What follows belongs to an exercise in optimizing a design on an open flow for small area, a short achievable clock period and few clock cycles per item; a production flow would make more cautious choices.
RTL that was checked went through simulation tests only; none was proved equivalent to the original.
Power is estimated from default activity; no workload was simulated.

==> flow/design.v (excerpt) <==
module stream_credit_flow_control
(
  input  logic        clk,
  input  logic        rst,
  input  logic        req_valid,
  output logic        req_ready,
  input  logic [2:0]  req_type,
  input  logic [31:0] req_amount,
  output logic        rsp_valid,
  input  logic        rsp_ready,
  output logic [1:0]  rsp_frame_kind,
  output logic [31:0] rsp_frame_length,
  output logic [2:0]  rsp_status,
  output logic        rsp_last,
  output logic [1:0]  rsp_session_state,
  input  logic        cfg_valid,
  output logic        cfg_ready,
  input  logic [1:0]  cfg_index,
  input  logic [31:0] cfg_data
);
  logic        keep, big, pop;
  logic        q_valid, q_big;
  logic [2:0]  q_type;
  logic        req_w, req_wu, q_w, q_wu, q_sin, sel_p, sel_c, drn_nx;
  logic [31:0] q_amount;
  scfc_front u_front (
    .req_valid  (req_valid),
    .req_type   (req_type),
    .req_amount (req_amount),
    .keep       (keep),
    .req_w      (req_w),
    .req_wu     (req_wu),
    .big        (big)
  );
  scfc_queue u_queue (
    .clk        (clk),
    .rst        (rst),
    .keep       (keep),
  ...
Size in the first run: ~1700 cells after synthesis, ~200 flip-flops.
clock: 9.0 ns
lec_check: 0
cap_margin: 20
core_margin: 2
core_utilization: 75
cts_cluster_diameter: 150
cts_cluster_size: 50
setup_slack_margin: 5.0
slew_margin: 20
standard.sh (not shown) runs the stock make flow with config.mk's settings and CLKGATE_MAP_FILE= SYNTH_SCRIPT=/design/flow/synth_recipe.tcl, a recipe that flattens the netlist after the stock synthesis.
==> flow/flow/run.sh <==
#!/bin/bash
# The standard layout, with the port buffers made from the smallest buffer cell.
set -euo pipefail
export BUFFER_PORTS_ARGS="-buffer_cell sky130_fd_sc_hd__buf_1"
bash standard.sh > standard.log 2>&1
Change:
--- a/flow/config.mk
+++ b/flow/config.mk
@@ -8,5 +8,5 @@
 export CAP_MARGIN = 20
 export CORE_MARGIN = 2
-export CORE_UTILIZATION = 75
+export CORE_UTILIZATION = 65
 export CTS_CLUSTER_DIAMETER = 150
 export CTS_CLUSTER_SIZE = 50
After rerunning: Fmax fell by 0.35%; worst setup slack gets worse by 0.015 ns; global-route usage fell by 8.7 points; via count fell by 5.8%; die area rose by 15%; wire length fell by 5.7%; sequential share of layout area rose by 0.18 points; register-to-register slack gets better by 0.17 ns.
Change:
--- a/flow/config.mk
+++ b/flow/config.mk
@@ -8,5 +8,5 @@
 export CAP_MARGIN = 20
 export CORE_MARGIN = 2
-export CORE_UTILIZATION = 65
+export CORE_UTILIZATION = 55
 export CTS_CLUSTER_DIAMETER = 150
 export CTS_CLUSTER_SIZE = 50
The new run went through all stages and came out clean.
Power is higher by 1.8%.
Area after synthesis does not change.
Final area goes up by 0.90%.
Clock skew hardly moves.
Routed wire length grows by 7.3%.
Die area rises by 18%.
Combinational power went up by about 3%.
Maximum frequency rises by 3.1%.
Non-clock buffer count increases by 8.
Synthesized cell count does not change.
Change:
--- a/flow/config.mk
+++ b/flow/config.mk
@@ -8,5 +8,5 @@
 export CAP_MARGIN = 20
 export CORE_MARGIN = 2
-export CORE_UTILIZATION = 55
+export CORE_UTILIZATION = 40
 export CTS_CLUSTER_DIAMETER = 150
 export CTS_CLUSTER_SIZE = 50
What happened: Count of clock-buffer cells in the layout does not change. Hold slack gets worse by 0.0055 ns. Utilization falls by 16 points. Synthesized cell count stays the same. Cell area rises by 2.5%. Total power rises by about 1.5%. Setup slack gets worse by 0.16 ns. Area after synthesis does not change. Fmax falls by about 3.7%. Global-route usage falls by 8.3 points. Via count hardly moves.
Change:
--- a/flow/config.mk
+++ b/flow/config.mk
@@ -11,4 +11,4 @@
 export CTS_CLUSTER_DIAMETER = 150
 export CTS_CLUSTER_SIZE = 50
-export SETUP_SLACK_MARGIN = 5.0
+export SETUP_SLACK_MARGIN = 4.5
 export SLEW_MARGIN = 20
What happened: Worst hold slack hardly moves; die area stays the same; cell count falls slightly.
No run of this note included a check of the RTL's function; only the layout flow was run.

========
== run A ==
stream_credit_flow_control, a different RTL version from the one above (not shown whole).
Size: ~1700 cells after synthesis, roughly 200 flip-flops, about 120 I/O pins, about 15000 µm² of cells after synthesis.
// stream_credit_flow_control
module stream_credit_flow_control
(
  input  logic        clk,
  input  logic        rst,
  input  logic        req_valid,
  output logic        req_ready,
  input  logic [2:0]  req_type,
  input  logic [31:0] req_amount,
  output logic        rsp_valid,
  input  logic        rsp_ready,
  output logic [1:0]  rsp_frame_kind,
  output logic [31:0] rsp_frame_length,
  output logic [2:0]  rsp_status,
  output logic        rsp_last,
  output logic [1:0]  rsp_session_state,
  input  logic        cfg_valid,
  output logic        cfg_ready,
  input  logic [1:0]  cfg_index,
  input  logic [31:0] cfg_data
);
==> flow/config.mk <==
export PLATFORM = sky130hd
export DESIGN_NAME = stream_credit_flow_control
export DESIGN_NICKNAME = stream_credit_flow_control
export VERILOG_FILES = /design/flow/design.v
export SDC_FILE = /design/flow/constraint.sdc
export NUM_CORES = 4
export LEC_CHECK = 0
export CAP_MARGIN = 20
export CORE_MARGIN = 2
export CORE_UTILIZATION = 55
export CTS_CLUSTER_DIAMETER = 150
export CTS_CLUSTER_SIZE = 50
export PLACE_DENSITY = 0.8
export SETUP_SLACK_MARGIN = 5.0
export SLEW_MARGIN = 20
==> flow/constraint.sdc <==
create_clock -name core_clock -period 9.0 [get_ports {clk}]
set_input_delay 1.8000 -clock core_clock [delete_from_list [all_inputs] [get_ports {clk}]]
set_output_delay 1.8000 -clock core_clock [all_outputs]
set_load 0.01 [all_outputs]
Scripts as last shown in full above: flow/flow/run.sh
Testbench counts of run A, summed over its fixed seeds: cycles 7,795, items 3,200.
> inputs changed (run A -> run B)
Settings: setting CTS_BUF_LIST to sky130_fd_sc_hd__clkbuf_8 for the first time; removing PLACE_DENSITY (formerly 0.8).
Notes after the runs:
- Changes observed in run B relative to run A: wire length shows an increase of 5.2%, final worst-path setup slack shows a reduction of 0.036 ns.
- Power in run B is 0.14 mW below run A.
The inputs of run C differ from those of run B as listed below.
Settings: a deleted CTS_BUF_LIST that had been sky130_fd_sc_hd__clkbuf_8.
==> comparison <==
Sequential share of layout area: run C vs run B, no meaningful difference. Delta (run C minus run B): design area neither gained nor lost much; portion of total power attributed to combinational logic fell 2.6 points; share of the clock period used by the worst path fell 0.51 points. Compared to run B, run C shows a wider setup margin.

========
## v5
stream_credit_flow_control, a different RTL version from the one above (not shown whole).
Size in the first run: about 1800 cells after synthesis, about 210 flip-flops, roughly 120 I/O pins, ~15000 um2 of cells after synthesis.
==> flow/config.mk <==
export PLATFORM = sky130hd
export DESIGN_NAME = stream_credit_flow_control
export DESIGN_NICKNAME = stream_credit_flow_control
export VERILOG_FILES = /design/flow/design.v
export SDC_FILE = /design/flow/constraint.sdc
export NUM_CORES = 4
export LEC_CHECK = 0
export CAP_MARGIN = 20
export CORE_MARGIN = 2
export CORE_UTILIZATION = 40
export SETUP_SLACK_MARGIN = 4.5
export SLEW_MARGIN = 20
==> flow/constraint.sdc <==
create_clock -name core_clock -period 9.0 [get_ports {clk}]
set_input_delay 1.8000 -clock core_clock [delete_from_list [all_inputs] [get_ports {clk}]]
set_output_delay 1.8000 -clock core_clock [all_outputs]
set_load 0.01 [all_outputs]
Scripts as last shown in full above: flow/flow/run.sh
Testbench counts of v5, summed over its fixed seeds: cycles 7,795, items 3,200.
## Diff of input files: v53 against v5
==> flow/run.sh (new file) <==
#!/bin/bash
# synth_recipe.tcl (not shown) runs the flow's synth.tcl, then flattens the netlist and writes it again
# the make line also repeats each setting of config.mk as NAME=value (left out here)
make -C /OpenROAD-flow-scripts/flow DESIGN_CONFIG=/design/flow/config.mk WORK_HOME=/design/flow/orfs CLKGATE_MAP_FILE= SYNTH_SCRIPT=/design/flow/synth_recipe.tcl finish
-- flow/config.mk --
<<< v5, line 9
export CORE_MARGIN = 2
export CORE_UTILIZATION = 40
export SETUP_SLACK_MARGIN = 4.5
export SLEW_MARGIN = 20
>>> v53, line 9
export CORE_MARGIN = 2
export CORE_UTILIZATION = 40
export CTS_BUF_LIST = sky130_fd_sc_hd__clkbuf_4 sky130_fd_sc_hd__clkbuf_8
export SETUP_SLACK_MARGIN = 4.5
export SLEW_MARGIN = 20
export TNS_END_PERCENT = 5
removed: flow/flow/run.sh
removed: flow/standard.sh
==> results.txt <==
v53 ended with every stage complete and zero timing, DRC or antenna violations. Of v53 and v5, the run reporting the lower count of clock-buffer cells in the layout was v5. Detailed-route wire length, v53 and v5: higher on v53. Number of antenna violations at the first check in global routing in v53 vs v5: up 1. v53 ends up with lower delay of the slowest cell on the worst path than v5 does. Compared with v5, v53 shows clock skew higher by 0.014 ns. TritonCTS buffer count in v53 vs v5: up 62%. Relative to v5, sequential portion of the cell area has gone down in v53. v53 packs its core more tightly than v5. v53 gives less share of total power in the clock network than v5 did.
For v56, these inputs were changed with respect to v53:
-- flow/config.mk --
<<< v53, line 9
export CORE_MARGIN = 2
export CORE_UTILIZATION = 40
export CTS_BUF_LIST = sky130_fd_sc_hd__clkbuf_4 sky130_fd_sc_hd__clkbuf_8
export SETUP_SLACK_MARGIN = 4.5
export SLEW_MARGIN = 20
export TNS_END_PERCENT = 5
>>> v56, line 9
export CORE_MARGIN = 2
export CORE_UTILIZATION = 40
export SETUP_SLACK_MARGIN = 4.5
export SLEW_MARGIN = 20
Findings:
- v56 — number of instances resized during post-cts repair 16 higher, v53 as reference
- Re total global routing overflow: no difference whatsoever between v56 and v53.
- | total design power | v53 vs v56 | ≈ equal |

port drivers added, routing unchanged:
The results above use ideal ports. As a check the final layouts listed here were re-extracted and re-timed, cells and wires unchanged. Step 1 sets driving cells, clkbuf_16 on the clock port and buf_2 on the other inputs (assumed; they add their load-dependent delay and slew). Step 2 adds t to the input delays and takes it off the output delays; t is the mean of the earliest and latest rising clock arrival at the registers after step 1. Input paths then give back, and output paths get back, about the clock's delay inside the block. a / b / c = ideal ports / drivers / drivers and shift; a / b = the first two.
run | shift t [ns] | setup WS [ns] | cell pins on the clock port's net
the first run of note 1 | 0.506 | 4.718 / 4.686 / 4.565 | 1
the second run of note 1 | 0.496 | 4.703 / 4.671 / 4.570 | 1
the third run of note 1 | 0.493 | 4.833 / 4.799 / 4.579 | 1
the fourth run of note 1 | 0.514 | 4.673 / 4.642 / 4.642 | 1
the fifth run of note 1 | 0.512 | 4.551 / 4.531 / 4.531 | 1
run A | 0.490 | 5.046 / 5.020 / 4.883 | 1
run B | 0.532 | 5.010 / 5.010 / 4.983 | 1
run C | 0.495 | 5.056 / 5.035 / 4.984 | 1
v5 | 0.609 | 4.594 / 4.594 / 4.482 | 1
v53 | 0.619 | 4.537 / 4.537 / 3.984 | 1
v56 | 0.619 | 4.596 / 4.569 / 4.025 | 1
After both steps setup and hold are still met in every run listed. The setup slack of v56, which loses most, moves by -0.027 ns with the drivers and by -0.571 ns with both steps.
